This is an optimization exercise on Yosys and OpenROAD, whose aim is small area, a short achievable clock period and few clock cycles, not a production implementation. The RTL was checked by simulation tests, not by an equivalence proof against the original design. Power figures rest on the tool's default switching activity, not on a simulated workload.

Setup of lane 1:
Design job_record_list_insert_search_delete, start of the top module:
module job_record_list_insert_search_delete #(
    parameter int unsigned DEPTH = jrl_pkg::DEPTH_DEF
) (
    input  logic          i_clk,
    input  logic          i_rst_n,
    input  logic          start,
    input  logic [110:0]  i_req,
    output logic          busy,
    output logic          o_done,
    output logic [110:0]  o_rsp
);
Settings: LEC_CHECK=0, CAP_MARGIN=20, CORE_MARGIN=2, CORE_UTILIZATION=72, CTS_CLUSTER_DIAMETER=100, CTS_CLUSTER_SIZE=26, SETUP_SLACK_MARGIN=3.5, SLEW_MARGIN=20; clock period 6.0 ns.
standard.sh (not shown) runs the stock make flow with config.mk's settings and CLKGATE_MAP_FILE= SYNTH_SCRIPT=/design/flow/synth_recipe.tcl, a recipe that flattens the netlist after the stock synthesis.
==> flow/flow/run.sh <==
#!/bin/bash
# The standard layout (the standard.sh, synthesis included, unchanged),
# except that the port buffers it inserts are buf_2 cells rather than the
# delay cells buffer_ports picks by default. Every port still gets its buffer.
# make's output goes to standard.log; each ORFS step keeps its own log under
# orfs/logs/.
set -euo pipefail
export BUFFER_PORTS_ARGS="-buffer_cell sky130_fd_sc_hd__buf_2"
bash standard.sh > standard.log 2>&1
Lane 1: PASS, flow complete, no timing, DRC or antenna violations
Testbench counts of lane 1, summed over its fixed seeds: cycles 4,824.
Inputs modified between lane 1 and lane 2:
diff --git a/flow/design.v b/flow/design.v
--- a/flow/design.v
+++ b/flow/design.v
@@ -86,15 +86,14 @@
     input  logic [110:0]  i_req,
     output logic          busy,
     output logic          o_done,
     output logic [110:0]  o_rsp
 );
     localparam int unsigned AW   = (DEPTH > 1) ? $clog2(DEPTH) : 1;
     localparam int unsigned CW   = $clog2(DEPTH + 1);
-    localparam int unsigned CMPW = ((CW > 5) ? CW : 5) + 1;
     localparam int unsigned DW   = 96;
     logic               r1_v;
     logic [1:0]         r1_cmd;
     logic [DEPTH-1:0]   r1_from;     
     logic [7:0]         r1_job_id;
     logic [DW-1:0]      r1_data;
     logic [DEPTH-1:0]   r1_aoa;      
@@ -144,19 +143,16 @@
     logic               head_hit;
     logic [DEPTH-1:0]   aoa_ins;
     logic [DEPTH-1:0]   aoa_del;
     logic [DEPTH-1:0]   aoa_next;
     logic [DEPTH-1:0]   free_next;
     logic [DEPTH-1:0]   fr0_next;
     logic [DEPTH-1:0]   fr1_next;
-    logic [CMPW-1:0]    pos_in;
-    logic [CMPW-1:0]    cnt_ext;
-    logic               le0;
-    logic               le1;
-    logic               le2;
+    logic [33:0]        cnt_ge;      
+    logic [31:0]        pos_ok_vec;  
     logic               pos_ok_next;
     logic               full_next;
     logic               ins_next;
     jrl_mem #(
         .DEPTH (DEPTH),
         .DW    (DW)
     ) u_mem (
@@ -196,31 +192,28 @@
             aoa_next = aoa_ins;
         end else if (del_do) begin
             aoa_next = aoa_del;
         end else begin
             aoa_next = pre_all;
         end
     end
-    assign pos_in  = CMPW'(i_req[108:104]);
-    assign cnt_ext = CMPW'(r_count);
-    assign le0     = (pos_in <= cnt_ext);
-    assign le1     = (pos_in <= cnt_ext + CMPW'(1));
-    assign le2     = (pos_in <= cnt_ext + CMPW'(2));
+    assign cnt_ge = {16'b0, r_live, 2'b11};
     always_comb begin
         if (ins_do) begin
-            pos_ok_next = le2;
-            full_next   = r_live[DEPTH - 2];
+            pos_ok_vec = {cnt_ge[30:0], 1'b0};
+            full_next  = r_live[DEPTH - 2];
         end else if (del_do) begin
-            pos_ok_next = le0;
-            full_next   = 1'b0;
+            pos_ok_vec = cnt_ge[32:1];
+            full_next  = 1'b0;
         end else begin
-            pos_ok_next = le1;
-            full_next   = r_live[DEPTH - 1];
+            pos_ok_vec = cnt_ge[31:0];
+            full_next  = r_live[DEPTH - 1];
         end
-        pos_ok_next = pos_ok_next && (pos_in != '0);
+        pos_ok_vec[0] = 1'b0;
+        pos_ok_next   = pos_ok_vec[i_req[108:104]];
     end
     assign ins_next = start && (i_req[110:109] == jrl_pkg::CMD_INSERT) && pos_ok_next && !full_next;
     always_comb begin
         if (ins_do) begin
             free_next = r_fr1;
         end else if (del_do && r_live[DEPTH - 1]) begin
             free_next = found_oh;
==> comparison <==
Remaining max-slew budget at the tightest pin was lower in the run labelled lane 1. Between lane 2 and lane 1, it is lane 2 whose worst setup slack is higher, by 0.11 ns. Taking lane 1 as the reference point, the global-route usage of lane 2 falls by 0.70 points. Lane 2 vs lane 1 — final cell count dropped slightly. Clock tree buffer count of the final layout, lane 2 vs lane 1: up by a few percent. Vertical die dimension across lane 1 and lane 2: no real change. Of lane 1 and lane 2, the higher fraction of the mapped netlist area in simple logic gates belongs to lane 1. The higher maximum clock frequency of lane 1 and lane 2 is in lane 2.
Testbench counts of lane 2, summed over its fixed seeds: cycles 4,824.


job_record_list_insert_search_delete again, from the RTL that the note above started with.
## job_record_list_insert_search_delete
module job_record_list_insert_search_delete #(
    parameter int unsigned DEPTH = jrl_pkg::DEPTH_DEF
) (
    input  logic          i_clk,
    input  logic          i_rst_n,
    input  logic          start,
    input  logic [110:0]  i_req,
    output logic          busy,
    output logic          o_done,
    output logic [110:0]  o_rsp
);
    localparam int unsigned AW   = (DEPTH > 1) ? $clog2(DEPTH) : 1;
    localparam int unsigned CW   = $clog2(DEPTH + 1);
    localparam int unsigned CMPW = ((CW > 5) ? CW : 5) + 1;
    localparam int unsigned DW   = 96;
    logic               r1_v;
    logic [1:0]         r1_cmd;
    logic [DEPTH-1:0]   r1_from;     
    logic [7:0]         r1_job_id;
    logic [DW-1:0]      r1_data;
    logic [DEPTH-1:0]   r1_aoa;      
    logic               r1_badpos;   
    logic               r1_full;     
    logic               r1_ins;      
    logic               r1_srch;     
    logic               r1_del;      
    logic [DEPTH-1:0]   r1_we;       
    logic [7:0]         r_id  [0:DEPTH-1];
    logic [AW-1:0]      r_map [0:DEPTH-1];
    logic [CW-1:0]      r_count;
    logic [DEPTH-1:0]   r_live;      
  ...
clock: 6.0 ns
lec_check: 0
cap_margin: 20
core_margin: 2
core_utilization: 72
cts_cluster_diameter: 100
cts_cluster_size: 26
setup_slack_margin: 3.5
slew_margin: 20
run.sh (not shown) runs the stock make flow with config.mk's settings and CLKGATE_MAP_FILE= SYNTH_SCRIPT=/design/flow/synth_recipe.tcl, a recipe that flattens the netlist after the stock synthesis.
Stock flow here: none of the scripts above is used.
The baseline finished with timing, DRC and antenna clean.
Testbench counts at the start, summed over its fixed seeds: cycles 4,824.
Rerun with:
--- a/flow/design.v
+++ b/flow/design.v
@@ -84,19 +84,18 @@
     input  logic          i_rst_n,
     input  logic          start,
     input  logic [110:0]  i_req,
     output logic          busy,
     output logic          o_done,
     output logic [110:0]  o_rsp
 );
     localparam int unsigned AW   = (DEPTH > 1) ? $clog2(DEPTH) : 1;
     localparam int unsigned CW   = $clog2(DEPTH + 1);
-    localparam int unsigned CMPW = ((CW > 5) ? CW : 5) + 1;
     localparam int unsigned DW   = 96;
     logic               r1_v;
     logic [1:0]         r1_cmd;
     logic [DEPTH-1:0]   r1_from;     
     logic [7:0]         r1_job_id;
     logic [DW-1:0]      r1_data;
     logic [DEPTH-1:0]   r1_aoa;      
     logic               r1_badpos;   
     logic               r1_full;     
@@ -107,19 +106,19 @@
     logic [7:0]         r_id  [0:DEPTH-1];
     logic [AW-1:0]      r_map [0:DEPTH-1];
     logic [CW-1:0]      r_count;
     logic [DEPTH-1:0]   r_live;      
     logic [DEPTH-1:0]   r_fr0;       
     logic [DEPTH-1:0]   r_fr1;       
     logic               r2_v;
     logic [1:0]         r2_status;
     logic               r2_hit;
-    logic [AW-1:0]      r2_slot;
+    logic [DEPTH-1:0]   r2_sel;      
     logic [7:0]         r2_job_id;
     logic               r3_v;
     jrl_pkg::t_rsp      r3_rsp;
     logic [DW-1:0]      rdata;
     logic [DEPTH-1:0]   rsel;
     logic               is_srch;
     logic               is_del;
     logic               ins_do;
     logic               del_do;
@@ -142,23 +141,20 @@
     logic [DEPTH-1:0]   pre_all;
     logic [DEPTH-1:0]   pre_tail;
     logic               head_hit;
     logic [DEPTH-1:0]   aoa_ins;
     logic [DEPTH-1:0]   aoa_del;
     logic [DEPTH-1:0]   aoa_next;
     logic [DEPTH-1:0]   free_next;
     logic [DEPTH-1:0]   fr0_next;
     logic [DEPTH-1:0]   fr1_next;
-    logic [CMPW-1:0]    pos_in;
-    logic [CMPW-1:0]    cnt_ext;
-    logic               le0;
-    logic               le1;
-    logic               le2;
+    logic [33:0]        cnt_ge;      
+    logic [31:0]        pos_ok_vec;  
     logic               pos_ok_next;
     logic               full_next;
     logic               ins_next;
     jrl_mem #(
         .DEPTH (DEPTH),
         .DW    (DW)
     ) u_mem (
         .i_clk   (i_clk),
         .i_we    (r1_we),
@@ -194,35 +190,32 @@
         end
         if (ins_do) begin
             aoa_next = aoa_ins;
         end else if (del_do) begin
             aoa_next = aoa_del;
         end else begin
             aoa_next = pre_all;
         end
     end
-    assign pos_in  = CMPW'(i_req[108:104]);
-    assign cnt_ext = CMPW'(r_count);
-    assign le0     = (pos_in <= cnt_ext);
-    assign le1     = (pos_in <= cnt_ext + CMPW'(1));
-    assign le2     = (pos_in <= cnt_ext + CMPW'(2));
+    assign cnt_ge = {16'b0, r_live, 2'b11};
     always_comb begin
         if (ins_do) begin
-            pos_ok_next = le2;
-            full_next   = r_live[DEPTH - 2];
+            pos_ok_vec = {cnt_ge[30:0], 1'b0};
+            full_next  = r_live[DEPTH - 2];
         end else if (del_do) begin
-            pos_ok_next = le0;
-            full_next   = 1'b0;
+            pos_ok_vec = cnt_ge[32:1];
+            full_next  = 1'b0;
         end else begin
-            pos_ok_next = le1;
-            full_next   = r_live[DEPTH - 1];
+            pos_ok_vec = cnt_ge[31:0];
+            full_next  = r_live[DEPTH - 1];
         end
-        pos_ok_next = pos_ok_next && (pos_in != '0);
+        pos_ok_vec[0] = 1'b0;
+        pos_ok_next   = pos_ok_vec[i_req[108:104]];
     end
     assign ins_next = start && (i_req[110:109] == jrl_pkg::CMD_INSERT) && pos_ok_next && !full_next;
     always_comb begin
         if (ins_do) begin
             free_next = r_fr1;
         end else if (del_do && r_live[DEPTH - 1]) begin
             free_next = found_oh;
         end else begin
             free_next = r_fr0;
@@ -382,26 +375,22 @@
         if (!i_rst_n) begin
             r2_v <= 1'b0;
         end else begin
             r2_v <= r1_v;
         end
     end
     always_ff @(posedge i_clk) begin
         r2_status <= status;
         r2_hit    <= is_srch && found;
-        r2_slot   <= found_slot;
+        r2_sel    <= (is_srch && found) ? found_oh : '0;
         r2_job_id <= r1_job_id;
     end
-    always_comb begin
-        for (int j = 0; j < DEPTH; j++) begin
-            rsel[j] = r2_hit && (r2_slot == AW'(j));
-        end
-    end
+    assign rsel = r2_sel;
     always_ff @(posedge i_clk) begin
         if (!i_rst_n) begin
             r3_v <= 1'b0;
         end else begin
             r3_v <= r2_v;
         end
     end
     always_ff @(posedge i_clk) begin
         r3_rsp.status <= r2_status;
The changed run ran to the end with no violations; global-route usage is lower by 1.8 points; via count is lower by 2.2%; wire length is lower by 3.8%; combinational power is lower by about 18%; final area is lower by 0.73%; total power is lower by 0.89%; worst hold slack degrades by 0.0041 ns.
Testbench counts after the change, summed over its fixed seeds: cycles 4,824.

==> port drivers added, routing unchanged <==
The results above use ideal ports. As a check the final layouts listed here were re-extracted and re-timed, cells and wires unchanged. Step 1 (the two cells are an assumption about what drives the block):
set clk [get_ports {i_clk}]
set_driving_cell -lib_cell sky130_fd_sc_hd__clkbuf_16 $clk
set_driving_cell -lib_cell sky130_fd_sc_hd__buf_2 [delete_from_list [all_inputs] $clk]
Step 2, shift: input delay + t, output delay - t, t = (earliest + latest rising clock arrival at the registers) / 2. This alone moves slack from input paths to output paths. a / b / c = ideal / step 1 / step 2; a / b = the first two.
| run | shift t [ns] | slack for setup (ns) | hold slack, ns |
|---|---|---|---|
| lane 1 | 0.823 | 3.406 / 3.406 / 2.678 | 0.339 / 0.339 / 0.339 |
| lane 2 | 0.804 | 3.512 / 3.444 / 2.641 | 0.336 / 0.336 / 0.336 |
| the first run of note 2 | 0.802 | 3.464 / 3.449 / 2.719 | 0.341 / 0.341 / 0.341 |
| the second run of note 2 | 0.790 | 3.384 / 3.384 / 2.717 | 0.336 / 0.336 / 0.336 |
After both steps every run listed still meets setup and hold. The setup slack of lane 2, which loses most, moves by -0.068 ns with the drivers and by -0.871 ns with both steps.
